This is an optimization exercise on Yosys and OpenROAD, whose aim is small area, a short achievable clock period and few clock cycles per item, not a production implementation.
Only simulation tests tie the RTL to the original design; equivalence was not proved.
Power is estimated from default activity; no workload was simulated.

[design/flow/config.mk]
export PLATFORM = sky130hd
export DESIGN_NAME = first_fit_buffer_pool_aging
export DESIGN_NICKNAME = first_fit_buffer_pool_aging
export VERILOG_FILES = /design/flow/design.v
export SDC_FILE = /design/flow/constraint.sdc
export NUM_CORES = 4
export LEC_CHECK = 0
export CAP_MARGIN = 20
export CORE_MARGIN = 2
export CORE_UTILIZATION = 45
export SETUP_SLACK_MARGIN = 1.5
export SLEW_MARGIN = 20
[design/flow/constraint.sdc]
create_clock -name core_clock -period 7.0 [get_ports {aclk}]
set_input_delay 1.4000 -clock core_clock [delete_from_list [all_inputs] [get_ports {aclk}]]
set_output_delay 1.4000 -clock core_clock [all_outputs]
set_load 0.01 [all_outputs]
[design/flow/design.v]
`default_nettype none
package ffbp_pkg;
    localparam int POOL_DEPTH = 16;
    localparam int IDX_W      = (POOL_DEPTH > 1) ? $clog2(POOL_DEPTH) : 1;
    localparam int CNT_W      = $clog2(POOL_DEPTH + 1);
    localparam int DIM_W   = 13;
    localparam int ID_W    = 8;
    localparam int STAMP_W = 32;
    localparam int AGE_W   = 16;
    localparam int KIND_W  = 3;
    localparam logic [AGE_W-1:0] MAX_AGE_RESET = 16'd600;
    localparam logic CMD_ALLOC = 1'b0;
    localparam logic CMD_FREE  = 1'b1;
    localparam logic [KIND_W-1:0] KIND_HIT     = 3'd0;
    localparam logic [KIND_W-1:0] KIND_MISS    = 3'd1;
    localparam logic [KIND_W-1:0] KIND_EVICT   = 3'd2;
    localparam logic [KIND_W-1:0] KIND_STORED  = 3'd3;
    localparam logic [KIND_W-1:0] KIND_DROPPED = 3'd4;
    localparam logic [KIND_W-1:0] KIND_IGNORED = 3'd5;
    typedef struct packed {
        logic [DIM_W-1:0]   width;
        logic [DIM_W-1:0]   height;
        logic [ID_W-1:0]    handle;
        logic [STAMP_W-1:0] stamp;
    } slot_t;
    typedef struct packed {
        logic             push;
        logic             remove;
        logic             clamp;
        logic [IDX_W-1:0] idx;
    } tbl_ctrl_t;
endpackage
`default_nettype wire
`default_nettype none
module ffbp_slot_table (
    input  wire logic        aclk,
    input  wire logic        aresetn,
    input  wire logic        alloc_go,    
    input  wire logic        store_go,    
    input  wire logic [12:0] req_w,       
    input  wire logic [12:0] req_h,       
    input  wire logic [7:0]  wr_id,       
    input  wire logic [31:0] sn,          
    input  wire logic        load,        
    input  wire logic [12:0] ld_w,        
    input  wire logic [12:0] ld_h,        
    input  wire logic [31:0] ld_now,      
    input  wire logic [31:0] ld_thr,      
    input  wire logic        ld_thr_pos,  
    output logic             full,
    output logic             any_sel,
    output logic             sel_fit,
    output logic [12:0]      sel_w,
    output logic [12:0]      sel_h,
    output logic [7:0]       sel_id
);
    localparam int N = 16;
    logic [N-1:0]         valid_q;
    logic [N-1:0][12:0]   w_q;
    logic [N-1:0][12:0]   h_q;
    logic [N-1:0][7:0]    id_q;
    logic [N-1:0][31:0]   st_q;
    logic [N-1:0][N-1:0]  older_q;
    logic [N-1:0]         fit_q, stale_q, ahead_q;
    logic [N-1:0] flag, nof, sel, clamp, ins, st_we, dim_we;
    logic [N-1:0] fit_d, stale_d, ahead_d;
    logic [N-1:0][N-1:0] older;    
    logic         fit_s, stale_s, ahead_s;
    function automatic logic [1:0] cmp32(input logic [31:0] a, input logic [31:0] b);
        logic [31:0] g, l;
        g = a & ~b;
        l = ~a & b;
        for (int s = 1; s < 32; s = s * 2) begin
            for (int i = 0; i + s < 32; i = i + 2 * s) begin
                g[i] = g[i+s] | (~l[i+s] & g[i]);
                l[i] = l[i+s] | (~g[i+s] & l[i]);
            end
        end
        cmp32 = {g[0], l[0]};
    endfunction
    function automatic logic fits(input logic [12:0] w, input logic [12:0] h,
                                  input logic [12:0] rw, input logic [12:0] rh);
        logic [1:0] cw, ch;
        cw = cmp32({19'd0, w}, {19'd0, rw});
        ch = cmp32({19'd0, h}, {19'd0, rh});
        fits = ~cw[0] & ~ch[0];
    endfunction
    function automatic logic [1:0] stamp_cls(input logic [31:0] st, input logic [31:0] thr,
                                             input logic [31:0] now, input logic thr_pos);
        logic [1:0] ct, cn;
        ct = cmp32(st, thr);
        cn = cmp32(st, now);
        stamp_cls = {thr_pos & ct[0], cn[1]};    
    endfunction
    assign full = &valid_q;
    always_comb begin
        logic all_below;
        all_below = 1'b1;
        for (int i = 0; i < N; i++) begin
            ins[i]    = ~valid_q[i] & all_below;
            all_below = all_below & valid_q[i];
        end
    end
    assign fit_s = fits(req_w, req_h, ld_w, ld_h);
    assign {stale_s, ahead_s} = stamp_cls(sn, ld_thr, ld_now, ld_thr_pos);
    for (genvar i = 0; i < N; i++) begin : g_cmp
        logic fit_c, stale_c, ahead_c;
        assign fit_c = fits(w_q[i], h_q[i], ld_w, ld_h);
        assign {stale_c, ahead_c} = stamp_cls(st_q[i], ld_thr, ld_now, ld_thr_pos);
        assign fit_d[i]   = dim_we[i] ? fit_s   : fit_c;
        assign stale_d[i] = st_we[i]  ? stale_s : stale_c;
        assign ahead_d[i] = st_we[i]  ? ahead_s : ahead_c;
        assign flag[i]  = valid_q[i] && (fit_q[i] || stale_q[i]);
        for (genvar j = 0; j < N; j++) begin : g_old
            if (j < i) begin : g_lt
                assign older[j][i] = older_q[j][i];
            end else if (j > i) begin : g_gt
                assign older[j][i] = ~older_q[i][j];
            end else begin : g_eq
                assign older[j][i] = 1'b0;
            end
        end
    end
    always_comb begin
        for (int i = 0; i < N; i++) begin
            logic any_older;
            any_older = 1'b0;
            for (int j = 0; j < N; j++) begin
                any_older = any_older | (flag[j] & older[j][i]);
            end
            nof[i]    = ~any_older;
            sel[i]    = flag[i] & nof[i];
            clamp[i]  = alloc_go & valid_q[i] & ~flag[i] & nof[i] & ahead_q[i];
            dim_we[i] = store_go & ins[i];
            st_we[i]  = dim_we[i] | clamp[i];
        end
    end
    always_comb begin
        any_sel = 1'b0;
        sel_fit = 1'b0;
        sel_w   = '0;
        sel_h   = '0;
        sel_id  = '0;
        for (int i = 0; i < N; i++) begin
            any_sel = any_sel | sel[i];
            sel_fit = sel_fit | (sel[i] & fit_q[i]);
            sel_w   = sel_w  | ({13{sel[i]}} & w_q[i]);
            sel_h   = sel_h  | ({13{sel[i]}} & h_q[i]);
            sel_id  = sel_id | ({8{sel[i]}} & id_q[i]);
        end
    end
    always_ff @(posedge aclk) begin
        if (!aresetn) begin
            valid_q <= '0;
        end else begin
            if (alloc_go) valid_q <= valid_q & ~sel;
            if (store_go) valid_q <= valid_q | ins;
        end
    end
    always_ff @(posedge aclk) begin
        if (load) begin
            fit_q   <= fit_d;
            stale_q <= stale_d;
            ahead_q <= ahead_d;
        end
    end
    for (genvar i = 0; i < N; i++) begin : g_slot
        always_ff @(posedge aclk) begin
            if (dim_we[i]) begin
                w_q[i]  <= req_w;
                h_q[i]  <= req_h;
                id_q[i] <= wr_id;
            end
            if (st_we[i]) begin
                st_q[i] <= sn;
            end
        end
        for (genvar j = i + 1; j < N; j++) begin : g_age
            always_ff @(posedge aclk) begin
                if (dim_we[j]) begin
                    older_q[i][j] <= 1'b1;
                end else if (dim_we[i]) begin
                    older_q[i][j] <= 1'b0;
                end
            end
        end
    end
endmodule
`default_nettype wire
`default_nettype none
module first_fit_buffer_pool_aging (
    input  wire logic                        aclk,
    input  wire logic                        aresetn,
    input  wire logic                        s_axis_tvalid,
    output logic                             s_axis_tready,
    input  wire logic [103:0]                s_axis_tdata,
    input  wire logic [1:0]                  s_axis_tuser,
    output logic                             m_axis_tvalid,
    input  wire logic                        m_axis_tready,
    output logic [39:0]                      m_axis_tdata,
    output logic [2:0]                       m_axis_tuser,
    output logic                             m_axis_tlast,
    input  wire logic                        cfg_wr_en,
    input  wire logic [ffbp_pkg::AGE_W-1:0]  cfg_wr_data
);
    localparam logic [2:0] KIND_HIT     = 3'd0;
    localparam logic [2:0] KIND_MISS    = 3'd1;
    localparam logic [2:0] KIND_EVICT   = 3'd2;
    localparam logic [2:0] KIND_STORED  = 3'd3;
    localparam logic [2:0] KIND_DROPPED = 3'd4;
    localparam logic [2:0] KIND_IGNORED = 3'd5;
    logic [15:0] max_age_q;
    logic        r0_valid, r1_valid;
    logic        r0_cmd, r0_pres, r1_cmd, r1_pres;
    logic [12:0] r0_w, r0_h, r1_w, r1_h;
    logic [7:0]  r0_id, r1_id;
    logic [31:0] r0_sn, r1_sn;      
    logic [31:0] r0_thr;            
    logic        r0_thr_pos;        
    logic        h_valid;
    logic        h_cmd, h_pres;
    logic [12:0] h_w, h_h;
    logic [7:0]  h_id;
    logic [31:0] h_sn;
    logic        out_valid;
    logic [2:0]  out_kind;
    logic [7:0]  out_id;
    logic [12:0] out_w, out_h;
    logic        out_last;
    logic        os_valid;
    logic [2:0]  os_kind, res_kind;
    logic [7:0]  os_id, res_id;
    logic [12:0] os_w, os_h, res_w, res_h;
    logic        os_last, res_last;
    logic        o_ready;
    logic [31:0] in_sn;
    logic        accept, active, done, head_free, r0_free;
    logic        q_cmd, q_pres;
    logic [12:0] q_w, q_h;
    logic [7:0]  q_id;
    logic [31:0] q_sn;
    logic [32:0] q_thr;
    logic full, any_sel, sel_fit;
    logic [12:0] sel_w, sel_h;
    logic [7:0]  sel_id;
    function automatic logic [32:0] sub_age(input logic [31:0] a, input logic [15:0] b);
        logic [15:0] g, p, c;
        logic [15:0] z;
        logic [15:0] hi_dec;
        logic        bout;
        g = ~a[15:0] & b;
        p = ~(a[15:0] ^ b);
        for (int s = 1; s < 16; s = s * 2) begin
            for (int i = 15; i >= s; i--) begin
                g[i] = g[i] | (p[i] & g[i-s]);
                p[i] = p[i] & p[i-s];
            end
        end
        c[0] = 1'b0;
        for (int i = 1; i < 16; i++) c[i] = g[i-1];
        bout = g[15];
        z = ~a[31:16];
        for (int s = 1; s < 16; s = s * 2) begin
            for (int i = 15; i >= s; i--) begin
                z[i] = z[i] & z[i-s];
            end
        end
        hi_dec[0] = ~a[16];
        for (int i = 1; i < 16; i++) hi_dec[i] = a[16+i] ^ z[i-1];
        sub_age[15:0]  = a[15:0] ^ b ^ c;
        sub_age[31:16] = bout ? hi_dec : a[31:16];
        sub_age[32]    = bout & z[15];
    endfunction
    assign s_axis_tready = ~r1_valid;
    assign accept = s_axis_tvalid & ~r1_valid;
    assign in_sn  = s_axis_tuser[0] ? s_axis_tdata[65:34] : s_axis_tdata[97:66];
    assign o_ready   = ~out_valid | m_axis_tready;
    assign active    = h_valid & ~os_valid;
    assign done      = h_cmd | ~any_sel | sel_fit;
    assign head_free = ~h_valid | (active & done);
    assign r0_free   = ~r0_valid | head_free;
    assign q_cmd  = r1_valid ? r1_cmd  : s_axis_tuser[0];
    assign q_pres = r1_valid ? r1_pres : s_axis_tuser[1];
    assign q_w    = r1_valid ? r1_w    : s_axis_tdata[12:0];
    assign q_h    = r1_valid ? r1_h    : s_axis_tdata[25:13];
    assign q_id   = r1_valid ? r1_id   : s_axis_tdata[33:26];
    assign q_sn   = r1_valid ? r1_sn   : in_sn;
    assign q_thr  = sub_age(r1_valid ? r1_sn : s_axis_tdata[97:66], max_age_q);
    always_ff @(posedge aclk) begin
        if (!aresetn) begin
            h_valid   <= 1'b0;
            r0_valid  <= 1'b0;
            r1_valid  <= 1'b0;
            out_valid <= 1'b0;
            os_valid  <= 1'b0;
            max_age_q <= ffbp_pkg::MAX_AGE_RESET;
        end else begin
            if (head_free) begin
                h_valid <= r0_valid;
            end
            if (r0_free) begin
                r0_valid <= r1_valid | accept;
                r1_valid <= 1'b0;
            end else if (accept) begin
                r1_valid <= 1'b1;
            end
            if (o_ready) begin
                out_valid <= os_valid | active;
                os_valid  <= 1'b0;
            end else if (active) begin
                os_valid  <= 1'b1;
            end
            if (cfg_wr_en) begin
                max_age_q <= cfg_wr_data;
            end
        end
    end
    always_ff @(posedge aclk) begin
        if (accept) begin
            r1_cmd  <= s_axis_tuser[0];
            r1_pres <= s_axis_tuser[1];
            r1_w    <= s_axis_tdata[12:0];
            r1_h    <= s_axis_tdata[25:13];
            r1_id   <= s_axis_tdata[33:26];
            r1_sn   <= in_sn;
        end
        if (r0_free) begin
            r0_cmd     <= q_cmd;
            r0_pres    <= q_pres;
            r0_w       <= q_w;
            r0_h       <= q_h;
            r0_id      <= q_id;
            r0_sn      <= q_sn;
            r0_thr     <= q_thr[31:0];
            r0_thr_pos <= ~q_thr[32];
        end
        if (head_free) begin
            h_cmd  <= r0_cmd;
            h_pres <= r0_pres;
            h_w    <= r0_w;
            h_h    <= r0_h;
            h_id   <= r0_id;
            h_sn   <= r0_sn;
        end
    end
    always_comb begin
        if (h_cmd) begin
            res_last = 1'b1;
            if (!h_pres) begin
                res_kind = KIND_IGNORED;
                res_id   = '0;
                res_w    = '0;
                res_h    = '0;
            end else begin
                res_kind = full ? KIND_DROPPED : KIND_STORED;
                res_id   = h_id;
                res_w    = h_w;
                res_h    = h_h;
            end
        end else if (any_sel) begin
            res_kind = sel_fit ? KIND_HIT : KIND_EVICT;
            res_last = sel_fit;
            res_id   = sel_id;
            res_w    = sel_w;
            res_h    = sel_h;
        end else begin
            res_kind = KIND_MISS;
            res_last = 1'b1;
            res_id   = '0;
            res_w    = h_w;
            res_h    = h_h;
        end
    end
    always_ff @(posedge aclk) begin
        if (!os_valid) begin
            os_kind <= res_kind;
            os_id   <= res_id;
            os_w    <= res_w;
            os_h    <= res_h;
            os_last <= res_last;
        end
        if (o_ready) begin
            out_kind <= os_valid ? os_kind : res_kind;
            out_id   <= os_valid ? os_id   : res_id;
            out_w    <= os_valid ? os_w    : res_w;
            out_h    <= os_valid ? os_h    : res_h;
            out_last <= os_valid ? os_last : res_last;
        end
    end
    ffbp_slot_table u_table (
        .aclk     (aclk),
        .aresetn  (aresetn),
        .alloc_go (active & ~h_cmd),
        .store_go (active & h_cmd & h_pres & ~full),
        .req_w    (h_w),
        .req_h    (h_h),
        .wr_id    (h_id),
        .sn       (h_sn),
        .load     (head_free),
        .ld_w     (r0_w),
        .ld_h     (r0_h),
        .ld_now   (r0_sn),
        .ld_thr   (r0_thr),
        .ld_thr_pos (r0_thr_pos),
        .full     (full),
        .any_sel  (any_sel),
        .sel_fit  (sel_fit),
        .sel_w    (sel_w),
        .sel_h    (sel_h),
        .sel_id   (sel_id)
    );
    assign m_axis_tvalid = out_valid;
    assign m_axis_tdata  = {6'b0, out_h, out_w, out_id};
    assign m_axis_tuser  = out_kind;
    assign m_axis_tlast  = out_last;
endmodule
`default_nettype wire
[design/flow/run.sh]
#!/bin/bash
# synth_recipe.tcl (not shown) runs the flow's synth.tcl, then flattens the netlist and writes it again
# the make line also repeats each setting of config.mk as NAME=value (left out here)
make -C /OpenROAD-flow-scripts/flow DESIGN_CONFIG=/design/flow/config.mk WORK_HOME=/design/flow/orfs CLKGATE_MAP_FILE= SYNTH_SCRIPT=/design/flow/synth_recipe.tcl finish
==> results of run 1 <==
-- synth_stat cells (all sizes together) (56+ instances only) --
cell,n,area [um2]
edfxtp,1379,41400
maj3,780,7820
nand2,660,2480
o21ai,602,3010
a21oi,519,2600
nor2,426,1600
inv,413,1550
clkbuf,381,1430
dfxtp,195,3900
a221oi,179,1570
o22ai,149,932
nor2b,148,926
nand2b,147,920
a22o,140,1230
a22oi,112,841
mux2,100,1130
o211ai,75,563
nand3,60,300
a211oi,57,433
mux2i,56,561
nand4,56,350
-- cell usage in the layout, fill, tap and decap left out, drive strengths merged, types with 21 or more instances in the layout --
master / instances
o21ai: 602
a22oi: 112
o221ai: 49
a221oi: 179
a2bb2oi: 27
nand2b: 147
nor2b: 148
buf: 212
nand2: 660
clkdlybuf4s50: 158
nand4: 56
inv: 421
edfxtp: 1379
mux2i: 56
a21boi: 34
o31ai: 26
nor4: 21
a222oi: 33
o22ai: 149
dfxtp: 195
a22o: 140
a211oi: 57
nand3: 60
clkbuf: 223
clkinv: 95
o21a: 39
nor3: 53
o211ai: 75
o2111ai: 46
mux2: 100
a31oi: 51
nor2: 426
maj3: 780
a21oi: 519
-- cell families (layout without fill, tap and decap cells) --
| kind of cell | count (synthesis) | after routing | synth area share |
|---|---|---|---|
| other | 1 | 10 | 0.0000461 |
| xor gates and xnor gates | 30 | 30 | 0.00323 |
| buffers and inverters | 862 | 1134 | 0.0401 |
| AOI/OAI and AO/OA | 2313 | 2313 | 0.187 |
| DFF | 1574 | 1574 | 0.557 |
| and+or+nand+nor | 1648 | 1648 | 0.0924 |
| muxes | 156 | 156 | 0.0207 |
| adders and majority gates | 798 | 798 | 0.0990 |
-- critical path, stage by stage, from the launching register on --
cell	delay, ns
edfxtp_1	0.49
clkinv_1	0.61
nand2_1	0.24
a31oi_1	0.13
maj3_1	0.40
maj3_1	0.39
maj3_1	0.43
maj3_1	0.40
maj3_1	0.38
maj3_1	0.40
maj3_1	0.42
o311ai_0	0.61
o21ai_0	0.22
-- repair_timing --
action	in CTS	in global routing
endpoints found under the setup margin	0	121
resized for setup	0	2
buffers inserted	0	0
-- metrics by stage --
step	cell area, um2	hold WS, ns	setup WS [ns]
6_report	92200	0.424	1.59
2_1_floorplan	81400	0.400	1.55
4_1_cts	92100	0.425	1.58
5_1_grt	92200	0.436	1.55
3_3_place_gp	86100	0.401	1.28
3_5_place_dp	86100	0.410	1.31
-- registers in the layout, summed over array words and instances, names as in the netlist, 13 cells and up --
register and count:
h_h 13, h_sn 32, h_w 13, max_age_q 16, os_h 13, os_w 13, out_h 13, out_w 13
r0_h 13, r0_sn 32, r0_thr 32, r0_w 13, r1_h 13, r1_sn 32, r1_w 13, u_table.ahead_q 16
u_table.fit_q 16, u_table.h_q 208, u_table.id_q 128, u_table.older_q 120, u_table.st_q 512, u_table.stale_q 16, u_table.valid_q 16, u_table.w_q 208
-- final cells by class --
class                      count  area [um2]
clock inverter               110        1310
clock buffer                 222        4700
antenna                        4        10.0
timing repair buffer         371        3220
fill                       15800       88000
sequential                  1574       45300
multi-input combinational   4951       33000
inverter                     431        1620
tap                         2370        2970
-- power by group through the flow --
stage	registers, mW	clock network (mW)	logic, mW
2_1_floorplan	10.8	0	1.51
3_3_place_gp	10.9	0	2.54
3_5_place_dp	10.9	0	2.57
4_1_cts	10.7	9.71	2.58
5_1_grt	10.7	10.1	2.79
6_report	10.7	9.62	2.66
-- per-layer routing --
layer,GRT usage,part of all wire
met5,0,0.00018
met3,0.0764,0.12
met2,0.467,0.42
met4,0.145,0.049
met1,0.452,0.41
-- worst min path at each step --
stage,startpoint,to,slack (ns),cells past startpoint
finish,r0_id[2],h_id[2],0.42,0
global route,r0_id[5],h_id[5],0.44,0
CTS,r0_id[2],h_id[2],0.43,0
detailed placement,r0_id[4],h_id[4],0.41,0
global placement,r0_id[4],h_id[4],0.40,0
floorplan,r0_cmd,h_cmd,0.40,0
==> out/qor.txt, run 1 <==
worst skew pair latency: 0.88 ns
VDD IR max: 0.190 mV
Fin. Hold Viols: 0
Internal: 16.8 mW
largest net degree at the start of global routing: 72
fin util: 0.512
synth unique cells: 82
Seq pwr share: 0.466
RR Endpoint: u_table.fit_q[10]
I/O pin count: 173
Layout Area Growth over Synthesis: 13.3%
Max Freq: 185 MHz
Layout Skew: 0.0846 ns
Logic pwr share: 0.116
Overflow after GRT: 0
Overall Power: 23.0 mW
first-pass GRT wire length: 433000 um
CP Capture Type: flip-flop
layout cells sized above 1: 0.0896
Relative slew margins: 0.194
WL/cell: 30.3 um
Nets: 7650
Seq/Total Area, Yosys: 0.557
FP Rows: 156
Mapped Area: 81300 um2
Avg Cell Area, Syn: 11.0 um2
input/output buffers: 160
Placeable Area: 180000 um2
Async SR Flop Fraction: 0
hold crit path type: reg2reg
die area: 184000 um2
sw power: 6.15 mW
Yosys reg bits: 1574
DRT Wirelength: 304000 um
vias post-DR: 65600
Synth Instances: 7382
RD Place Congestion: 0.994
Max clock buf depth: 3
Startpoint Class: flip-flop
Starting DRT DRC Count: 9962
gr usage total: 0.320
outcome: finished clean
vias in the first global route: 61400
fin crit share: 0.772
initial antenna violation count: 14
Worst Setup EP: u_table.fit_q[10]
antenna-violating nets left: 0
die height: 429 um
setup_tns: 0 ns
Yosys warnings: 2
Data arrival, critical path: 5.98 ns
Register-to-Register Path Depth: 12
Lkg Pwr: 31.8 nW
Critical Path Fanout Max: 26
clk sinks: 1574
Detailed Place HPWL: 207000 um
clock buffer count from CTS: 176
hold_buf cts: 0
pwr dens: 249 nW/um2
Clk network pwr share: 0.418
ys flop type: edfxtp_1
Worst-Margin Slew: 1.21 ns
clock-pin slew on the worst setup and hold paths: 0.06 ns
dpl cells: 9696
H-tree depth: 4
final non-filler cell total: 10000
Worst Setup SP: r0_w[2]
RSZ-0062 raised after global routing: no
Worst R2R Start: r0_w[2]
WS Path Type: reg2reg
DRC violations left: 0
Post-synth EDFFs: 1379
number of vias per cell: 6.54
CTS tree: built
Die X: 429 um
CTS Root Cell: clkbuf_16
Final min period: 5.41 ns
initial core utilization: 0.451
final setup violation count: 0
Max Cap Violations: 0
Switching Fraction: 0.268
final slew viol count: 0
Pre-Repair DR Iteration Count: 9
r2r setup slk: 1.59 ns
Critical Path RT: 7.57 ns
Testbench counts, summed over its fixed seeds: cycles 5,764, items 4,800.
==> run 2: changes to the inputs <==
--- a/design/flow/design.v
+++ b/design/flow/design.v
@@ -66,32 +66,6 @@
     logic [N-1:0] fit_d, stale_d, ahead_d;
     logic [N-1:0][N-1:0] older;    
     logic         fit_s, stale_s, ahead_s;
-    function automatic logic [1:0] cmp32(input logic [31:0] a, input logic [31:0] b);
-        logic [31:0] g, l;
-        g = a & ~b;
-        l = ~a & b;
-        for (int s = 1; s < 32; s = s * 2) begin
-            for (int i = 0; i + s < 32; i = i + 2 * s) begin
-                g[i] = g[i+s] | (~l[i+s] & g[i]);
-                l[i] = l[i+s] | (~g[i+s] & l[i]);
-            end
-        end
-        cmp32 = {g[0], l[0]};
-    endfunction
-    function automatic logic fits(input logic [12:0] w, input logic [12:0] h,
-                                  input logic [12:0] rw, input logic [12:0] rh);
-        logic [1:0] cw, ch;
-        cw = cmp32({19'd0, w}, {19'd0, rw});
-        ch = cmp32({19'd0, h}, {19'd0, rh});
-        fits = ~cw[0] & ~ch[0];
-    endfunction
-    function automatic logic [1:0] stamp_cls(input logic [31:0] st, input logic [31:0] thr,
-                                             input logic [31:0] now, input logic thr_pos);
-        logic [1:0] ct, cn;
-        ct = cmp32(st, thr);
-        cn = cmp32(st, now);
-        stamp_cls = {thr_pos & ct[0], cn[1]};    
-    endfunction
     assign full = &valid_q;
     always_comb begin
         logic all_below;
@@ -101,12 +75,18 @@
             all_below = all_below & valid_q[i];
         end
     end
-    assign fit_s = fits(req_w, req_h, ld_w, ld_h);
-    assign {stale_s, ahead_s} = stamp_cls(sn, ld_thr, ld_now, ld_thr_pos);
+    ffbp_slot_cmp u_cmp_s (
+        .w (req_w), .h (req_h), .st (sn),
+        .ld_w (ld_w), .ld_h (ld_h), .ld_now (ld_now), .ld_thr (ld_thr), .ld_thr_pos (ld_thr_pos),
+        .fit (fit_s), .stale (stale_s), .ahead (ahead_s)
+    );
     for (genvar i = 0; i < N; i++) begin : g_cmp
         logic fit_c, stale_c, ahead_c;
-        assign fit_c = fits(w_q[i], h_q[i], ld_w, ld_h);
-        assign {stale_c, ahead_c} = stamp_cls(st_q[i], ld_thr, ld_now, ld_thr_pos);
+        ffbp_slot_cmp u_cmp (
+            .w (w_q[i]), .h (h_q[i]), .st (st_q[i]),
+            .ld_w (ld_w), .ld_h (ld_h), .ld_now (ld_now), .ld_thr (ld_thr), .ld_thr_pos (ld_thr_pos),
+            .fit (fit_c), .stale (stale_c), .ahead (ahead_c)
+        );
         assign fit_d[i]   = dim_we[i] ? fit_s   : fit_c;
         assign stale_d[i] = st_we[i]  ? stale_s : stale_c;
         assign ahead_d[i] = st_we[i]  ? ahead_s : ahead_c;
@@ -186,6 +166,48 @@
         end
     end
 endmodule
+module ffbp_slot_cmp (
+    input  wire logic [12:0] w,
+    input  wire logic [12:0] h,
+    input  wire logic [31:0] st,
+    input  wire logic [12:0] ld_w,
+    input  wire logic [12:0] ld_h,
+    input  wire logic [31:0] ld_now,
+    input  wire logic [31:0] ld_thr,
+    input  wire logic        ld_thr_pos,
+    output logic             fit,
+    output logic             stale,
+    output logic             ahead
+);
+    function automatic logic [1:0] cmp32(input logic [31:0] a, input logic [31:0] b);
+        logic [31:0] g, l;
+        g = a & ~b;
+        l = ~a & b;
+        for (int s = 1; s < 32; s = s * 2) begin
+            for (int i = 0; i + s < 32; i = i + 2 * s) begin
+                g[i] = g[i+s] | (~l[i+s] & g[i]);
+                l[i] = l[i+s] | (~g[i+s] & l[i]);
+            end
+        end
+        cmp32 = {g[0], l[0]};
+    endfunction
+    function automatic logic fits(input logic [12:0] w, input logic [12:0] h,
+                                  input logic [12:0] rw, input logic [12:0] rh);
+        logic [1:0] cw, ch;
+        cw = cmp32({19'd0, w}, {19'd0, rw});
+        ch = cmp32({19'd0, h}, {19'd0, rh});
+        fits = ~cw[0] & ~ch[0];
+    endfunction
+    function automatic logic [1:0] stamp_cls(input logic [31:0] st, input logic [31:0] thr,
+                                             input logic [31:0] now, input logic thr_pos);
+        logic [1:0] ct, cn;
+        ct = cmp32(st, thr);
+        cn = cmp32(st, now);
+        stamp_cls = {thr_pos & ct[0], cn[1]};    
+    endfunction
+    assign fit = fits(w, h, ld_w, ld_h);
+    assign {stale, ahead} = stamp_cls(st, ld_thr, ld_now, ld_thr_pos);
+endmodule
 `default_nettype wire
 `default_nettype none
 module first_fit_buffer_pool_aging (
@@ -243,34 +265,6 @@
     logic full, any_sel, sel_fit;
     logic [12:0] sel_w, sel_h;
     logic [7:0]  sel_id;
-    function automatic logic [32:0] sub_age(input logic [31:0] a, input logic [15:0] b);
-        logic [15:0] g, p, c;
-        logic [15:0] z;
-        logic [15:0] hi_dec;
-        logic        bout;
-        g = ~a[15:0] & b;
-        p = ~(a[15:0] ^ b);
-        for (int s = 1; s < 16; s = s * 2) begin
-            for (int i = 15; i >= s; i--) begin
-                g[i] = g[i] | (p[i] & g[i-s]);
-                p[i] = p[i] & p[i-s];
-            end
-        end
-        c[0] = 1'b0;
-        for (int i = 1; i < 16; i++) c[i] = g[i-1];
-        bout = g[15];
-        z = ~a[31:16];
-        for (int s = 1; s < 16; s = s * 2) begin
-            for (int i = 15; i >= s; i--) begin
-                z[i] = z[i] & z[i-s];
-            end
-        end
-        hi_dec[0] = ~a[16];
-        for (int i = 1; i < 16; i++) hi_dec[i] = a[16+i] ^ z[i-1];
-        sub_age[15:0]  = a[15:0] ^ b ^ c;
-        sub_age[31:16] = bout ? hi_dec : a[31:16];
-        sub_age[32]    = bout & z[15];
-    endfunction
     assign s_axis_tready = ~r1_valid;
     assign accept = s_axis_tvalid & ~r1_valid;
     assign in_sn  = s_axis_tuser[0] ? s_axis_tdata[65:34] : s_axis_tdata[97:66];
@@ -285,7 +279,11 @@
     assign q_h    = r1_valid ? r1_h    : s_axis_tdata[25:13];
     assign q_id   = r1_valid ? r1_id   : s_axis_tdata[33:26];
     assign q_sn   = r1_valid ? r1_sn   : in_sn;
-    assign q_thr  = sub_age(r1_valid ? r1_sn : s_axis_tdata[97:66], max_age_q);
+    ffbp_sub_age u_sub (
+        .a (r1_valid ? r1_sn : s_axis_tdata[97:66]),
+        .b (max_age_q),
+        .d (q_thr)
+    );
     always_ff @(posedge aclk) begin
         if (!aresetn) begin
             h_valid   <= 1'b0;
@@ -414,4 +412,39 @@
     assign m_axis_tuser  = out_kind;
     assign m_axis_tlast  = out_last;
 endmodule
+module ffbp_sub_age (
+    input  wire logic [31:0] a,
+    input  wire logic [15:0] b,
+    output logic [32:0]      d
+);
+    function automatic logic [32:0] sub_age(input logic [31:0] a, input logic [15:0] b);
+        logic [15:0] g, p, c;
+        logic [15:0] z;
+        logic [15:0] hi_dec;
+        logic        bout;
+        g = ~a[15:0] & b;
+        p = ~(a[15:0] ^ b);
+        for (int s = 1; s < 16; s = s * 2) begin
+            for (int i = 15; i >= s; i--) begin
+                g[i] = g[i] | (p[i] & g[i-s]);
+                p[i] = p[i] & p[i-s];
+            end
+        end
+        c[0] = 1'b0;
+        for (int i = 1; i < 16; i++) c[i] = g[i-1];
+        bout = g[15];
+        z = ~a[31:16];
+        for (int s = 1; s < 16; s = s * 2) begin
+            for (int i = 15; i >= s; i--) begin
+                z[i] = z[i] & z[i-s];
+            end
+        end
+        hi_dec[0] = ~a[16];
+        for (int i = 1; i < 16; i++) hi_dec[i] = a[16+i] ^ z[i-1];
+        sub_age[15:0]  = a[15:0] ^ b ^ c;
+        sub_age[31:16] = bout ? hi_dec : a[31:16];
+        sub_age[32]    = bout & z[15];
+    endfunction
+    assign d = sub_age(a, b);
+endmodule
 `default_nettype wire
--- a/design/flow/config.mk
+++ b/design/flow/config.mk
@@ -10,3 +10,4 @@
 export CORE_UTILIZATION = 45
 export SETUP_SLACK_MARGIN = 1.5
 export SLEW_MARGIN = 20
+export SYNTH_HIERARCHICAL = 1
==> run 2 against run 1 <==
Still clean on timing, DRC and antenna; clock power hardly changed; register-to-register slack improved by 0.38 ns; setup slack improved by 0.38 ns; sequential share of layout area fell by 4.2 points; critical path depth is 1 higher; synthesized cell count increased by 11%; clock skew shrank 0.0033 ns; critical endpoint is now u_table.st_q[208].
==> out/qor.txt, run 2 <==
outcome: finished clean (unchanged)
WS Path Type: reg2reg (unchanged)
largest net degree at the start of global routing: 104 (was 72)
Min Hold Slack: 0.416 ns (was 0.424 ns)
Max Cap Violations: 0 (unchanged)
post-CTS setup buffers: 0 (unchanged)
most frequent cell after synthesis: edfxtp_1 (unchanged)
Top reg by flops: u_table.st_q (unchanged)
hold endpoint: h_id[5] (was h_id[2])
CTS Root Cell: clkbuf_16 (unchanged)
clk sinks: 1574 (unchanged)
Fillers: 17300 (was 15800)
post_cts resized: 0 (unchanged)
Worst path slowest cell: clkinv_1 (unchanged)
hold_buf cts: 0 (unchanged)
DRC violations left: 0 (unchanged)
die height: 448 um (was 429 um)
DRT Wirelength: 326000 um (was 304000 um)
post-synth top area share: 0.466 (was 0.509)
Layout Area Growth over Synthesis: 13.3% (about the same)
vias post-DR: 69700 (was 65600)
Cell Chain, Critical Path: nand3_1 -> nor4_1 -> and3_1 -> nor3b_1 -> buf_4 -> nand3_1 -> nor2_1 -> nand2_1 -> or2_2 -> inv_2 -> nor2_1 -> clkinv_1 -> buf_4 (was clkinv_1 -> nand2_1 -> a31oi_1 -> maj3_1 -> maj3_1 -> maj3_1 -> maj3_1 -> maj3_1 -> maj3_1 -> maj3_1 -> o311ai_0 -> o21ai_0)
RR Endpoint: u_table.st_q[208] (was u_table.fit_q[10])
Detailed Place HPWL: 214000 um (was 207000 um)
synth top area cells: edfxtp_1 (47%), maj3_1 (10%), inv_1 (4.8%) (was edfxtp_1 (51%), maj3_1 (9.5%), dfxtp_1 (4.8%))
initial core utilization: 0.452 (was 0.451)
fin util: 0.512 (about the same)
Max clock buf depth: 3 (unchanged)
Startpoint Class: flip-flop (unchanged)
commonest non-fill, non-tap cell in the layout: edfxtp_1 (unchanged)
Regs by FF count: u_table.st_q x512, u_table.h_q x208, u_table.w_q x208 (unchanged)
RD Place Congestion: 0.940 (was 0.994)
clock buffer count from CTS: 179 (was 176)
input/output buffers: 160 (unchanged)
delay-heaviest family, CP: simple AND/OR/NAND/NOR gates (was adder cells)
die area: 201000 um2 (was 184000 um2)
Yosys warnings: 10 (was 2)
hold-critical path depth: 0 (unchanged)
fin crit share: 0.718 (was 0.772)
layout cells sized above 1: 0.107 (was 0.0896)
Hold Startpoint: r0_id[5] (was r0_id[2])
number of vias per cell: 6.13 (was 6.54)
final setup violation count: 0 (unchanged)
Data arrival, critical path: 5.62 ns (was 5.98 ns)
WL/cell: 28.7 um (was 30.3 um)
Layout Skew: 0.0813 ns (was 0.0846 ns)
first-pass GRT wire length: 462000 um (was 433000 um)
CP Capture Type: flip-flop (unchanged)
I/O pin count: 173 (unchanged)
vias in the first global route: 66400 (was 61400)
pwr dens: 233 nW/um2 (was 249 nW/um2)
CTS tree: built (unchanged)
r2r setup slk: 1.98 ns (was 1.59 ns)
Async SR Flop Fraction: 0 (unchanged)
Lkg Pwr: 37.5 nW (was 31.8 nW)
final slew viol count: 0 (unchanged)
dpl cells: 11000 (was 9696)
Relative slew margins: 0.172 (was 0.194)
worst skew pair latency: 0.87 ns (was 0.88 ns)
area leader, netlist: edfxtp_1 (unchanged)
Worst R2R Start: u_table.valid_q[4] (was r0_w[2])
Seq/Total Area, Yosys: 0.510 (was 0.557)
ys flop type: edfxtp_1 (unchanged)
FP Rows: 163 (was 156)
commonest non-fill, non-tap cells in the layout: edfxtp_1 (1379), inv_1 (1128), maj3_1 (901), nand2b_1 (604), nand2_1 (544) (was edfxtp_1 (1379), maj3_1 (770), nand2_1 (652), o21ai_0 (585), a21oi_1 (519))
most instantiated cells after synthesis: edfxtp_1 (1379), inv_1 (1145), maj3_1 (901) (was edfxtp_1 (1379), maj3_1 (770), nand2_1 (660))
Crit path buffers/inverters: 4 (was 1)
DP Area: 94700 um2 (was 86100 um2)
Worst-Margin Slew: 1.24 ns (was 1.21 ns)
Mapped Area: 88900 um2 (was 81300 um2)
Nets: 8723 (was 7650)
Critical Path RT: 7.59 ns (was 7.57 ns)
RSZ-0062 raised after global routing: no (unchanged)
Die X: 448 um (was 429 um)
VDD IR max: 0.299 mV (was 0.190 mV)
Overflow after GRT: 0 (unchanged)
initial antenna violation count: 19 (was 14)
Synth Instances: 8187 (was 7382)
Overall Power: 23.4 mW (was 23.0 mW)
synth unique cells: 99 (was 82)
Pre-Repair DR Iteration Count: 8 (was 9)
antenna-violating nets left: 0 (unchanged)
Final min period: 5.02 ns (was 5.41 ns)
Yosys reg bits: 1574 (unchanged)
fin area: 101000 um2 (was 92200 um2)
clock-pin slew on the worst setup and hold paths: 0.06 ns (about the same)
Critical Path Fanout Max: 21 (was 26)
Post-synth EDFFs: 1379 (unchanged)
final non-filler cell total: 11400 (was 10000)
hold crit path type: reg2reg (unchanged)
H-tree depth: 4 (unchanged)
Starting DRT DRC Count: 9067 (was 9962)
Register-to-Register Path Depth: 13 (was 12)
CP max stage delay: 0.99 ns (was 0.61 ns)
Fin. Hold Viols: 0 (unchanged)
Avg Cell Area, Syn: 10.9 um2 (was 11.0 um2)
max FFs per register: 512 (unchanged)
Placeable Area: 197000 um2 (was 180000 um2)
gr usage total: 0.319 (was 0.320)
Max Freq: 199 MHz (was 185 MHz)
==> run 2: cell types whose count changed in the layout (fill, tap and decap cells not counted), moves of 65 or more <==
cell,before,now
inv_1,390,1128
nand2b_1,146,604
o21ai_0,585,232
nor2b_1,147,492
nor2_1,410,128
a21oi_1,519,362
maj3_1,770,901
maj3_2,10,136
nand2_1,652,544
a221oi_1,179,106
a22oi_1,112,47
==> run 2: power by group <==
part           switching, mW  leakage [nW]  internal, mW  total (mW)
Combinational           1.99          20.1          1.15        3.15
Sequential             0.267          14.5          10.4        10.7
Clock                   4.07          2.91          5.52        9.59
==> run 2: layer usage <==
metal | track usage | part of all wire | vias up | routed length, um
met5 | 0 | 0.00011 | - | 35
met4 | 0.137 | 0.046 | 6 | 14900
met3 | 0.0660 | 0.10 | 641 | 33300
li1 | - | - | 30900 | -
met1 | 0.453 | 0.43 | 34700 | 140000
met2 | 0.471 | 0.42 | 3498 | 138000
==> run 2: kinds of logic (layout without fill, tap and decap cells) <==
| logic type | count (synthesis) | after routing | share of synthesized area |
|---|---|---|---|
| compound gates | 1794 | 1794 | 0.143 |
| fa+ha+maj | 1055 | 1055 | 0.121 |
| simple gates | 2192 | 2192 | 0.135 |
| other cells | 1 | 13 | 0.0000422 |
| xor+xnor | 26 | 26 | 0.00256 |
| buf+inv | 1338 | 1866 | 0.0604 |
| mux | 207 | 207 | 0.0281 |
| flops | 1574 | 1574 | 0.510 |
==> run 2: area by class of cell <==
cell class | count | area [um2] | share of cell area
Antenna cell | 7 | 17.5 | 0.000174
Clock buffer | 242 | 4960 | 0.0493
Clock inverter | 81 | 992 | 0.00985
Inverter | 1163 | 4370 | 0.0434
Multi-Input combinational cell | 5280 | 38400 | 0.382
Sequential cell | 1574 | 45300 | 0.450
Tap cell | 2640 | 3300 | 0.0328
Timing Repair Buffer | 380 | 3300 | 0.0328
==> run 2: per-module statistics from Yosys, one instance, submodules excluded <==
module                       times used  flip-flops and latches  cells
ffbp_slot_cmp                        17                       0    278
first_fit_buffer_pool_aging           1                     334    672
ffbp_slot_table                       1                    1240   2610
ffbp_sub_age                          1                       0    179
==> run 2: worst max-delay path by stage <==
stage / end / slack [ns] / from / cells after the start
floorplan: r0_valid / -0.61 / u_table.fit_q[2] / 11
detailed placement: r0_thr[28] / 2.02 / s_axis_tdata[66] / 10
finish: u_table.st_q[208] / 1.98 / u_table.valid_q[4] / 13
global route: r0_h[5] / 1.93 / u_table.valid_q[0] / 10
global placement: r0_thr[28] / 2.06 / s_axis_tdata[66] / 10
CTS: u_table.st_q[208] / 2.12 / u_table.valid_q[0] / 13
==> run 2: stage by stage <==
stage | setup TNS (ns) | setup WS (ns)
floorplan | -49.01 | -0.613
global placement | 0 | 2.06
detailed placement | 0 | 2.02
CTS | 0 | 2.12
global route | 0 | 1.93
finish | 0 | 1.98
Testbench counts of run 2, summed over its fixed seeds: cycles 5,764, items 4,800.
==> run 3: changes to the inputs <==
--- a/design/flow/design.v
+++ b/design/flow/design.v
@@ -61,11 +61,17 @@
     logic [N-1:0][7:0]    id_q;
     logic [N-1:0][31:0]   st_q;
     logic [N-1:0][N-1:0]  older_q;
-    logic [N-1:0]         fit_q, stale_q, ahead_q;
-    logic [N-1:0] flag, nof, sel, clamp, ins, st_we, dim_we;
+    logic [N-1:0]         flag_q, fitv_q, ahead_q;
+    logic [N-1:0] nof, sel, rem, clamp, ins, st_we, dim_we, valid_d;
     logic [N-1:0] fit_d, stale_d, ahead_d;
     logic [N-1:0][N-1:0] older;    
     logic         fit_s, stale_s, ahead_s;
+    logic [12:0]  n_ld_w, n_ld_h;
+    logic [31:0]  n_ld_now, n_ld_thr;
+    assign n_ld_w   = ~ld_w;
+    assign n_ld_h   = ~ld_h;
+    assign n_ld_now = ~ld_now;
+    assign n_ld_thr = ~ld_thr;
     assign full = &valid_q;
     always_comb begin
         logic all_below;
@@ -77,20 +83,19 @@
     end
     ffbp_slot_cmp u_cmp_s (
         .w (req_w), .h (req_h), .st (sn),
-        .ld_w (ld_w), .ld_h (ld_h), .ld_now (ld_now), .ld_thr (ld_thr), .ld_thr_pos (ld_thr_pos),
+        .ld_w (n_ld_w), .ld_h (n_ld_h), .ld_now (n_ld_now), .ld_thr (n_ld_thr), .ld_thr_pos (ld_thr_pos),
         .fit (fit_s), .stale (stale_s), .ahead (ahead_s)
     );
     for (genvar i = 0; i < N; i++) begin : g_cmp
         logic fit_c, stale_c, ahead_c;
         ffbp_slot_cmp u_cmp (
             .w (w_q[i]), .h (h_q[i]), .st (st_q[i]),
-            .ld_w (ld_w), .ld_h (ld_h), .ld_now (ld_now), .ld_thr (ld_thr), .ld_thr_pos (ld_thr_pos),
+            .ld_w (n_ld_w), .ld_h (n_ld_h), .ld_now (n_ld_now), .ld_thr (n_ld_thr), .ld_thr_pos (ld_thr_pos),
             .fit (fit_c), .stale (stale_c), .ahead (ahead_c)
         );
         assign fit_d[i]   = dim_we[i] ? fit_s   : fit_c;
         assign stale_d[i] = st_we[i]  ? stale_s : stale_c;
         assign ahead_d[i] = st_we[i]  ? ahead_s : ahead_c;
-        assign flag[i]  = valid_q[i] && (fit_q[i] || stale_q[i]);
         for (genvar j = 0; j < N; j++) begin : g_old
             if (j < i) begin : g_lt
                 assign older[j][i] = older_q[j][i];
@@ -106,42 +111,45 @@
             logic any_older;
             any_older = 1'b0;
             for (int j = 0; j < N; j++) begin
-                any_older = any_older | (flag[j] & older[j][i]);
+                any_older = any_older | (flag_q[j] & older[j][i]);
             end
             nof[i]    = ~any_older;
-            sel[i]    = flag[i] & nof[i];
-            clamp[i]  = alloc_go & valid_q[i] & ~flag[i] & nof[i] & ahead_q[i];
+            sel[i]    = flag_q[i] & nof[i];
+            rem[i]    = alloc_go & sel[i];
+            clamp[i]  = alloc_go & valid_q[i] & ~flag_q[i] & nof[i] & ahead_q[i];
             dim_we[i] = store_go & ins[i];
             st_we[i]  = dim_we[i] | clamp[i];
         end
     end
     always_comb begin
-        any_sel = 1'b0;
+        any_sel = |flag_q;
         sel_fit = 1'b0;
         sel_w   = '0;
         sel_h   = '0;
         sel_id  = '0;
         for (int i = 0; i < N; i++) begin
-            any_sel = any_sel | sel[i];
-            sel_fit = sel_fit | (sel[i] & fit_q[i]);
+            sel_fit = sel_fit | (sel[i] & fitv_q[i]);
             sel_w   = sel_w  | ({13{sel[i]}} & w_q[i]);
             sel_h   = sel_h  | ({13{sel[i]}} & h_q[i]);
             sel_id  = sel_id | ({8{sel[i]}} & id_q[i]);
         end
     end
+    assign valid_d = (valid_q & ~rem) | {N{store_go}} & ins;
     always_ff @(posedge aclk) begin
         if (!aresetn) begin
             valid_q <= '0;
         end else begin
-            if (alloc_go) valid_q <= valid_q & ~sel;
-            if (store_go) valid_q <= valid_q | ins;
+            valid_q <= valid_d;
         end
     end
     always_ff @(posedge aclk) begin
         if (load) begin
-            fit_q   <= fit_d;
-            stale_q <= stale_d;
+            flag_q  <= valid_d & (fit_d | stale_d);
+            fitv_q  <= valid_d & fit_d;
             ahead_q <= ahead_d;
+        end else begin
+            flag_q  <= flag_q & ~rem;
+            fitv_q  <= fitv_q & ~rem;
         end
     end
     for (genvar i = 0; i < N; i++) begin : g_slot
@@ -179,10 +187,10 @@
     output logic             stale,
     output logic             ahead
 );
-    function automatic logic [1:0] cmp32(input logic [31:0] a, input logic [31:0] b);
+    function automatic logic [1:0] cmp32(input logic [31:0] a, input logic [31:0] nb);
         logic [31:0] g, l;
-        g = a & ~b;
-        l = ~a & b;
+        g = a & nb;
+        l = ~(a | nb);
         for (int s = 1; s < 32; s = s * 2) begin
             for (int i = 0; i + s < 32; i = i + 2 * s) begin
                 g[i] = g[i+s] | (~l[i+s] & g[i]);
@@ -194,8 +202,8 @@
     function automatic logic fits(input logic [12:0] w, input logic [12:0] h,
                                   input logic [12:0] rw, input logic [12:0] rh);
         logic [1:0] cw, ch;
-        cw = cmp32({19'd0, w}, {19'd0, rw});
-        ch = cmp32({19'd0, h}, {19'd0, rh});
+        cw = cmp32({19'd0, w}, {19'h7ffff, rw});
+        ch = cmp32({19'd0, h}, {19'h7ffff, rh});
         fits = ~cw[0] & ~ch[0];
     endfunction
     function automatic logic [1:0] stamp_cls(input logic [31:0] st, input logic [31:0] thr,
@@ -249,11 +257,10 @@
     logic [7:0]  out_id;
     logic [12:0] out_w, out_h;
     logic        out_last;
-    logic        os_valid;
-    logic [2:0]  os_kind, res_kind;
-    logic [7:0]  os_id, res_id;
-    logic [12:0] os_w, os_h, res_w, res_h;
-    logic        os_last, res_last;
+    logic [2:0]  res_kind;
+    logic [7:0]  res_id;
+    logic [12:0] res_w, res_h;
+    logic        res_last;
     logic        o_ready;
     logic [31:0] in_sn;
     logic        accept, active, done, head_free, r0_free;
@@ -269,7 +276,7 @@
     assign accept = s_axis_tvalid & ~r1_valid;
     assign in_sn  = s_axis_tuser[0] ? s_axis_tdata[65:34] : s_axis_tdata[97:66];
     assign o_ready   = ~out_valid | m_axis_tready;
-    assign active    = h_valid & ~os_valid;
+    assign active    = h_valid & o_ready;
     assign done      = h_cmd | ~any_sel | sel_fit;
     assign head_free = ~h_valid | (active & done);
     assign r0_free   = ~r0_valid | head_free;
@@ -290,7 +297,6 @@
             r0_valid  <= 1'b0;
             r1_valid  <= 1'b0;
             out_valid <= 1'b0;
-            os_valid  <= 1'b0;
             max_age_q <= ffbp_pkg::MAX_AGE_RESET;
         end else begin
             if (head_free) begin
@@ -303,10 +309,7 @@
                 r1_valid <= 1'b1;
             end
             if (o_ready) begin
-                out_valid <= os_valid | active;
-                os_valid  <= 1'b0;
-            end else if (active) begin
-                os_valid  <= 1'b1;
+                out_valid <= h_valid;
             end
             if (cfg_wr_en) begin
                 max_age_q <= cfg_wr_data;
@@ -370,19 +373,12 @@
         end
     end
     always_ff @(posedge aclk) begin
-        if (!os_valid) begin
-            os_kind <= res_kind;
-            os_id   <= res_id;
-            os_w    <= res_w;
-            os_h    <= res_h;
-            os_last <= res_last;
-        end
-        if (o_ready) begin
-            out_kind <= os_valid ? os_kind : res_kind;
-            out_id   <= os_valid ? os_id   : res_id;
-            out_w    <= os_valid ? os_w    : res_w;
-            out_h    <= os_valid ? os_h    : res_h;
-            out_last <= os_valid ? os_last : res_last;
+        if (active) begin
+            out_kind <= res_kind;
+            out_id   <= res_id;
+            out_w    <= res_w;
+            out_h    <= res_h;
+            out_last <= res_last;
         end
     end
     ffbp_slot_table u_table (
--- a/design/flow/config.mk
+++ b/design/flow/config.mk
@@ -8,6 +8,7 @@
 export CAP_MARGIN = 20
 export CORE_MARGIN = 2
 export CORE_UTILIZATION = 45
-export SETUP_SLACK_MARGIN = 1.5
+export SETUP_SLACK_MARGIN = 3.0
 export SLEW_MARGIN = 20
 export SYNTH_HIERARCHICAL = 1
+export TNS_END_PERCENT = 10
==> run 3 against run 2 <==
Setup slack better by 0.78 ns; synthesized area is 8.0% lower; count of clock-buffer cells in the layout is 11 lower; sequential cell count is 39 lower; fmax is 18% higher; largest cell class unchanged.
==> out/qor.txt, run 3 <==
outcome: finished clean (unchanged)
fin crit share: 0.606 (was 0.718)
RD Place Congestion: 0.936 (was 0.940)
final slew viol count: 0 (unchanged)
number of vias per cell: 6.85 (was 6.13)
Avg Cell Area, Syn: 10.8 um2 (was 10.9 um2)
Die X: 430 um (was 448 um)
post-synth top area share: 0.495 (was 0.466)
Final WS setup: 2.76 ns (was 1.98 ns)
Regs by FF count: u_table.st_q x512, u_table.h_q x208, u_table.w_q x208 (unchanged)
RSZ-0062 raised after global routing: yes (was no)
Min Hold Slack: 0.419 ns (was 0.416 ns)
Placeable Area: 181000 um2 (was 197000 um2)
Synth Area in XOR/XNOR: 0.00279 (was 0.00256)
Worst Setup SP: m_axis_tready (was u_table.valid_q[4])
clock buffer count from CTS: 174 (was 179)
Overflow after GRT: 0 (unchanged)
mux share of post-synthesis cell area: 0.0247 (was 0.0281)
commonest non-fill, non-tap cells in the layout: edfxtp_1 (1347), o21ai_0 (728), a21oi_1 (714), nand2_1 (671), a31oi_1 (476) (was edfxtp_1 (1379), inv_1 (1128), maj3_1 (901), nand2b_1 (604), nand2_1 (544))
synth unique cells: 99 (unchanged)
Worst R2R Start: u_table.flag_q[13] (was u_table.valid_q[4])
DRT Wirelength: 294000 um (was 326000 um)
max FFs per register: 512 (unchanged)
vias post-DR: 71600 (was 69700)
largest net degree at the start of global routing: 69 (was 104)
Overall Power: 22.6 mW (was 23.4 mW)
Nets: 8078 (was 8723)
Top reg by flops: u_table.st_q (unchanged)
Pre-Repair DR Iteration Count: 9 (was 8)
Detailed Place HPWL: 195000 um (was 214000 um)
worst skew pair latency: 0.85 ns (was 0.87 ns)
most instantiated cells after synthesis: edfxtp_1 (1347), o21ai_0 (732), a21oi_1 (716) (was edfxtp_1 (1379), inv_1 (1145), maj3_1 (901))
largest family of logic cells by synthesized area: compound AO/OA/AOI/OAI gates (unchanged)
vias in the first global route: 64200 (was 66400)
most frequent cell after synthesis: edfxtp_1 (unchanged)
initial antenna violation count: 16 (was 19)
Synth Instances: 7580 (was 8187)
final setup violation count: 0 (unchanged)
multi-input logic area: 36100 um2 (was 38400 um2)
input/output buffers: 160 (unchanged)
CTS Root Cell: clkbuf_16 (unchanged)
fin area: 93000 um2 (was 101000 um2)
commonest non-fill, non-tap cell in the layout: edfxtp_1 (unchanged)
gr usage total: 0.306 (was 0.319)
Mapped Area: 81800 um2 (was 88900 um2)
antenna-violating nets left: 0 (unchanged)
Worst Setup EP: u_table.w_q[122] (was u_table.st_q[208])
Post-synth EDFFs: 1347 (was 1379)
Starting DRT DRC Count: 10300 (was 9067)
Yosys warnings: 10 (unchanged)
Max Freq: 236 MHz (was 199 MHz)
VDD IR max: 0.261 mV (was 0.299 mV)
I/O pin count: 173 (unchanged)
Async SR Flop Fraction: 0 (unchanged)
Critical Path Fanout Max: 27 (was 21)
Adder-Cell Fraction of Synth Area: 0.0330 (was 0.121)
hold_buf cts: 0 (unchanged)
synth top area cells: edfxtp_1 (49%), dfxtp_1 (4.6%), o21ai_0 (4.5%) (was edfxtp_1 (47%), maj3_1 (10%), inv_1 (4.8%))
Layout Area Growth over Synthesis: 13.8% (was 13.3%)
Register-to-Register Path Depth: 17 (was 13)
layout cells sized above 1: 0.107 (about the same)
die area: 185000 um2 (was 201000 um2)
setup_tns: 0 ns (unchanged)
Worst-Margin Slew: 1.15 ns (was 1.24 ns)
Synth Area in Compound Gates: 0.282 (was 0.143)
Seq/Total Area, Yosys: 0.541 (was 0.510)
Fin. Hold Viols: 0 (unchanged)
DP Area: 87100 um2 (was 94700 um2)
WL/cell: 28.1 um (was 28.7 um)
RR Endpoint: u_table.flag_q[5] (was u_table.st_q[208])
dpl ws: 1.53 ns (was 2.02 ns)
clock-pin slew on the worst setup and hold paths: 0.06 ns (about the same)
CTS tree: built (unchanged)
Lkg Pwr: 30.9 nW (was 37.5 nW)
simple-gate share of the synthesized area: 0.0948 (was 0.135)
H-tree depth: 4 (unchanged)
pwr dens: 243 nW/um2 (was 233 nW/um2)
initial core utilization: 0.452 (about the same)
fin util: 0.515 (was 0.512)
first-pass GRT wire length: 427000 um (was 462000 um)
final non-filler cell total: 10500 (was 11400)
die height: 430 um (was 448 um)
CP Capture Type: flip-flop (unchanged)
hold crit path type: reg2reg (unchanged)
ys flop type: edfxtp_1 (unchanged)
Yosys reg bits: 1535 (was 1574)
FP Rows: 156 (was 163)
clk sinks: 1535 (was 1574)
Relative slew margins: 0.236 (was 0.172)
dpl cells: 10100 (was 11000)
Max Cap Violations: 0 (unchanged)
Data arrival, critical path: 4.77 ns (was 5.62 ns)
r2r setup slk: 2.78 ns (was 1.98 ns)
DRC violations left: 0 (unchanged)
Startpoint Class: input pin (was flip-flop)
Critical Path RT: 7.53 ns (was 7.59 ns)
WS Path Type: in2reg (was reg2reg)
Max clock buf depth: 3 (unchanged)
area leader, netlist: edfxtp_1 (unchanged)
Fillers: 15700 (was 17300)
Layout Skew: 0.0338 ns (was 0.0813 ns)
Final min period: 4.24 ns (was 5.02 ns)
sequential cell area: 44200 um2 (was 45300 um2)
==> run 3: cell type report <==
type / instances / share of cell area
inverter: 197 / 0.00875
tap: 2370 / 0.0319
antenna: 7 / 0.000188
sequential: 1535 / 0.475
clock inverter: 89 / 0.00943
timing repair inverter: 1 / 0.0000538
timing repair buffer: 372 / 0.0355
multi-input combinational: 5652 / 0.388
clock buffer: 231 / 0.0506
==> run 3: cells by family after synthesis <==
group / Yosys count
buffers and inverters: 400
and+or+nand+nor: 1676
adders and majority gates: 256
other: 1
DFF: 1535
xor gates and xnor gates: 26
AOI/OAI and AO/OA: 3503
muxes: 183
==> run 3: worst min-delay path by stage <==
stage | start | endpoint | cells past startpoint
final | r0_id[5] | h_id[5] | 0
after floorplan | r0_cmd | h_cmd | 0
after CTS | r0_id[7] | h_id[7] | 0
after global placement | r0_id[1] | h_id[1] | 0
after detailed placement | r0_id[5] | h_id[5] | 0
after global routing | r0_id[5] | h_id[5] | 0
==> run 3: repair_timing <==
item / in CTS / in global routing
setup buffers: 5 / 1
resized for setup: 57 / 20
pin swaps: 1 / 2
cloned: 2 / 1
endpoints found under the hold margin: 0 / 0
endpoints found under the setup margin: 443 / 319
==> run 3: metal layers <==
metal  global-route usage  up-vias  routed length (um)
li1                     -    31700                   -
met1                0.422    35200              120000
met2                0.472     4008              131000
met3               0.0603      677               30100
met4                0.126       26               12900
met5                    0        -                 168
==> run 3: per-module statistics from Yosys (local to each module, per instance) <==
module | cells inside | cell area [um2]
ffbp_slot_table | 2649 | 44300
first_fit_buffer_pool_aging | 553 | 11000
ffbp_slot_cmp | 247 | 1480
ffbp_sub_age | 179 | 1310
==> run 3: critical path: stages <==
cell and delay, ns:
clkdlybuf4s50_1 0.46, nand2b_4 0.16, nand2_4 0.12, nor3_4 0.35, and4_1 0.40, nand2_1 0.13, nor3_2 0.33, nand2b_1 0.09
buf_4 0.23, inv_2 0.62, buf_4 0.38
==> run 3: report_power, final <==
part / internal, mW / switching (mW) / total [mW] / leakage [nW]
sequential: 10.2 / 0.175 / 10.4 / 14.0
combinational: 1.03 / 2.17 / 3.21 / 14.2
clock: 5.12 / 3.92 / 9.04 / 2.68
total: 16.4 / 6.26 / 22.6 / 30.9
Testbench counts of run 3, summed over its fixed seeds: cycles 5,764, items 4,800.
==> run 4: changes to the inputs <==
--- a/design/flow/design.v
+++ b/design/flow/design.v
@@ -41,7 +41,10 @@
     input  wire logic [12:0] req_h,       
     input  wire logic [7:0]  wr_id,       
     input  wire logic [31:0] sn,          
-    input  wire logic        load,        
+    input  wire logic        h_valid,     
+    input  wire logic        active,      
+    input  wire logic        h_cmd,       
+    output logic             load,        
     input  wire logic [12:0] ld_w,        
     input  wire logic [12:0] ld_h,        
     input  wire logic [31:0] ld_now,      
@@ -73,6 +76,7 @@
     assign n_ld_now = ~ld_now;
     assign n_ld_thr = ~ld_thr;
     assign full = &valid_q;
+    assign load = ~h_valid | (active & (h_cmd | ~any_sel | sel_fit));
     always_comb begin
         logic all_below;
         all_below = 1'b1;
@@ -263,7 +267,7 @@
     logic        res_last;
     logic        o_ready;
     logic [31:0] in_sn;
-    logic        accept, active, done, head_free, r0_free;
+    logic        accept, active, head_free, r0_free;
     logic        q_cmd, q_pres;
     logic [12:0] q_w, q_h;
     logic [7:0]  q_id;
@@ -277,8 +281,6 @@
     assign in_sn  = s_axis_tuser[0] ? s_axis_tdata[65:34] : s_axis_tdata[97:66];
     assign o_ready   = ~out_valid | m_axis_tready;
     assign active    = h_valid & o_ready;
-    assign done      = h_cmd | ~any_sel | sel_fit;
-    assign head_free = ~h_valid | (active & done);
     assign r0_free   = ~r0_valid | head_free;
     assign q_cmd  = r1_valid ? r1_cmd  : s_axis_tuser[0];
     assign q_pres = r1_valid ? r1_pres : s_axis_tuser[1];
@@ -390,6 +392,9 @@
         .req_h    (h_h),
         .wr_id    (h_id),
         .sn       (h_sn),
+        .h_valid  (h_valid),
+        .active   (active),
+        .h_cmd    (h_cmd),
         .load     (head_free),
         .ld_w     (r0_w),
         .ld_h     (r0_h),
--- a/design/flow/config.mk
+++ b/design/flow/config.mk
@@ -8,7 +8,7 @@
 export CAP_MARGIN = 20
 export CORE_MARGIN = 2
 export CORE_UTILIZATION = 45
-export SETUP_SLACK_MARGIN = 3.0
+export SETUP_SLACK_MARGIN = 4.0
 export SLEW_MARGIN = 20
 export SYNTH_HIERARCHICAL = 1
 export TNS_END_PERCENT = 10
==> run 4 against run 3 <==
Still clean; hold slack better by 0.013 ns; register-to-register slack improved by 0.82 ns; sequential power hardly changed; critical path type is now reg2reg; largest cell class unchanged; largest power group unchanged.
==> out/qor.txt, run 4 <==
outcome: finished clean (unchanged)
synth unique cells: 102 (was 99)
Fin. Hold Viols: 0 (unchanged)
Regs by FF count: u_table.st_q x512, u_table.h_q x208, u_table.w_q x208 (unchanged)
Post-synth EDFFs: 1347 (unchanged)
Startpoint Class: flip-flop (was input pin)
Worst path slowest cell: o2bb2ai_1 (was inv_2)
clk sinks: 1535 (unchanged)
Mapped Area: 81900 um2 (was 81800 um2)
initial antenna violation count: 14 (was 16)
Yosys warnings: 10 (unchanged)
input/output buffers: 160 (unchanged)
synth top area cells: edfxtp_1 (49%), dfxtp_1 (4.6%), o21ai_0 (4.4%) (was edfxtp_1 (49%), dfxtp_1 (4.6%), o21ai_0 (4.5%))
ys flop type: edfxtp_1 (unchanged)
Top reg by flops: u_table.st_q (unchanged)
Cell Chain, Critical Path: inv_6 -> o211ai_1 -> nor4_4 -> and2_2 -> buf_8 -> a22o_1 -> a221oi_1 -> nand4_1 -> mux2i_1 -> o2bb2ai_1 (was clkdlybuf4s50_1 -> nand2b_4 -> nand2_4 -> nor3_4 -> and4_1 -> nand2_1 -> nor3_2 -> nand2b_1 -> buf_4 -> inv_2 -> buf_4)
antenna-violating nets left: 0 (unchanged)
delay-heaviest family, CP: compound AO/OA/AOI/OAI gates (was buffers and inverters)
DRC violations left: 0 (unchanged)
DRT Wirelength: 317000 um (was 294000 um)
VDD IR max: 0.253 mV (was 0.261 mV)
Detailed Place HPWL: 189000 um (was 195000 um)
pwr dens: 231 nW/um2 (was 243 nW/um2)
WL/cell: 29.3 um (was 28.1 um)
final setup violation count: 0 (unchanged)
final slew viol count: 0 (unchanged)
Die X: 431 um (was 430 um)
hold crit path type: reg2reg (unchanged)
Layout Area Growth over Synthesis: 22.3% (was 13.8%)
RSZ-0062 raised after global routing: yes (unchanged)
die height: 431 um (was 430 um)
commonest non-fill, non-tap cell in the layout: edfxtp_1 (unchanged)
Critical Path RT: 7.59 ns (was 7.53 ns)
Layout Skew: 0.0480 ns (was 0.0338 ns)
post-synth top area share: 0.494 (was 0.495)
clock-pin slew on the worst setup and hold paths: 0.06 ns (about the same)
most frequent cell after synthesis: edfxtp_1 (unchanged)
layout cells sized above 1: 0.179 (was 0.107)
setup_tns: 0 ns (unchanged)
Overflow after GRT: 0 (unchanged)
CP Capture Type: flip-flop (unchanged)
Relative slew margins: 0.217 (was 0.236)
Avg Cell Area, Syn: 10.8 um2 (about the same)
CP max stage delay: 0.45 ns (was 0.62 ns)
largest net degree at the start of global routing: 69 (unchanged)
Worst-Margin Slew: 1.17 ns (was 1.15 ns)
Pre-Repair DR Iteration Count: 9 (unchanged)
number of vias per cell: 6.87 (was 6.85)
initial core utilization: 0.453 (was 0.452)
Overall Power: 23.2 mW (was 22.6 mW)
Data arrival, critical path: 3.98 ns (was 4.77 ns)
Crit path buffers/inverters: 2 (was 4)
RD Place Congestion: 0.935 (was 0.936)
Max Cap Violations: 0 (unchanged)
Final min period: 3.40 ns (was 4.24 ns)
Max Freq: 294 MHz (was 236 MHz)
gr usage total: 0.318 (was 0.306)
Seq/Total Area, Yosys: 0.540 (was 0.541)
Critical Path Fanout Max: 34 (was 27)
Starting DRT DRC Count: 10500 (was 10300)
Lkg Pwr: 34.2 nW (was 30.9 nW)
area leader, netlist: edfxtp_1 (unchanged)
worst skew pair latency: 0.86 ns (was 0.85 ns)
Nets: 8421 (was 8078)
vias post-DR: 74200 (was 71600)
first-pass GRT wire length: 443000 um (was 427000 um)
WS Path Type: reg2reg (was in2reg)
max FFs per register: 512 (unchanged)
CTS tree: built (unchanged)
FP Rows: 156 (unchanged)
most instantiated cells after synthesis: edfxtp_1 (1347), nand2_1 (733), o21ai_0 (714) (was edfxtp_1 (1347), o21ai_0 (732), a21oi_1 (716))
CTS Root Cell: clkbuf_16 (unchanged)
die area: 185000 um2 (about the same)
Async SR Flop Fraction: 0 (unchanged)
clock buffer count from CTS: 171 (was 174)
Placeable Area: 181000 um2 (unchanged)
commonest non-fill, non-tap cells in the layout: edfxtp_1 (1347), nand2_1 (722), o21ai_0 (678), a21oi_1 (667), a31oi_1 (455) (was edfxtp_1 (1347), o21ai_0 (728), a21oi_1 (714), nand2_1 (671), a31oi_1 (476))
vias in the first global route: 66600 (was 64200)
fin crit share: 0.485 (was 0.606)
Synth Instances: 7564 (was 7580)
Yosys reg bits: 1535 (unchanged)
H-tree depth: 4 (unchanged)
Max clock buf depth: 3 (unchanged)
I/O pin count: 173 (unchanged)
==> run 4: cells by family after synthesis <==
logic type	after synthesis	synth area share
multiplexers	242	0.0347
adder cells (fa/ha/maj)	256	0.0330
buffers and inverters	399	0.0215
other	1	0.0000458
flip-flops	1535	0.540
AND/OR/NAND/NOR	1686	0.0932
XOR/XNOR	26	0.00278
AO/OA/AOI/OAI	3419	0.275
==> run 4: what timing repair did <==
item | in CTS | in global routing
hold buffers | 0 | 0
pin swaps | 56 | 94
setup buffers | 158 | 154
cloned | 37 | 30
endpoints found under the setup margin | 1529 | 1284
gates resized for setup | 408 | 383
==> run 4: layer usage <==
metal | up-vias | track usage | part of all wire
met5 | - | 0 | 0.00010
met4 | 4 | 0.163 | 0.061
met3 | 934 | 0.0566 | 0.10
met2 | 4685 | 0.513 | 0.46
met1 | 36200 | 0.410 | 0.38
li1 | 32400 | - | -
==> run 4: area by class of cell <==
type	count	area, um2
Antenna cell	13	32.5
Clock buffer	211	4550
Clock inverter	106	1160
Fill cell	15100	80600
Inverter	198	987
Multi-Input combinational cell	5648	38400
Sequential cell	1535	44300
Tap cell	2370	2970
Timing Repair Buffer	706	7710
Timing Repair inverter	16	119
==> run 4: Yosys stat by module, one instance, submodules excluded <==
module,cells inside,cell area (um2)
ffbp_slot_cmp,247,1480
ffbp_slot_table,2607,44000
ffbp_sub_age,179,1310
first_fit_buffer_pool_aging,579,11600
==> run 4: final timing paths <==
| kind | slack (ns) | from | depth (start not counted) | end |
|---|---|---|---|---|
| worst max-delay path | 3.60 | u_table.flag_q[15] | 10 | out_h[7] |
| worst min-delay path | 0.43 | r0_id[7] | 0 | h_id[7] |
| worst max register to register | 3.60 | u_table.flag_q[15] | 10 | out_h[7] |
| worst min register to register | 0.43 | r0_id[7] | 0 | h_id[7] |
==> run 4: metrics by stage <==
stage               utilization  setup slack, ns  area [um2]  cells  hold WS (ns)
floorplan                     -             2.80       82100   7569         0.400
global placement          0.483             1.20       87200  10100         0.407
detailed placement        0.483             1.18       87300  10100         0.419
CTS                       0.536             3.69       96800  10600         0.433
global route              0.554             3.60      100000  10800         0.440
finish                    0.554             3.60      100000  10800         0.432
==> run 4: where the power goes <==
part	switching, mW	internal [mW]	leakage (nW)
sequential	0.163	10.2	14.0
combinational	2.32	1.25	17.4
clock	4.03	5.20	2.76
total	6.51	16.7	34.2
Testbench counts of run 4, summed over its fixed seeds: cycles 5,764, items 4,800.

## re-timing with driven ports
How much do the figures lean on ideal ports? The routed layouts below were timed once more, with nothing changed but the port constraints. Step 1 sets driving cells, clkbuf_16 on the clock port and buf_2 on the other inputs (assumed; they add their load-dependent delay and slew). Step 2 also shifts input and output timing later by t, the mid clock arrival at the registers, as if the neighbouring blocks saw the same clock. Three values: no drivers, after step 1, after step 2; two values: the first two.
run	shift t [ns]	setup slack, ns	hold slack, ns	slew at the worst register clock pin (ns)	worst slew at a driven data input, ns
run 1	0.939	1.593 / 1.593 / 1.388	0.424 / 0.424 / 0.424	0.07 / 0.07	0.07
run 2	0.916	1.977 / 1.977 / 1.935	0.416 / 0.416 / 0.416	0.07 / 0.07	0.10
run 3	0.922	2.758 / 2.776 / 1.898	0.419 / 0.419 / 0.419	0.07 / 0.07	0.14
run 4	0.933	3.602 / 3.597 / 2.796	0.432 / 0.432 / 0.432	0.07 / 0.07	0.18
After both steps setup and hold are still met in every run listed. For run 3, which loses most, drivers alone change the setup slack by +0.018 ns; drivers and shift together by -0.860 ns.
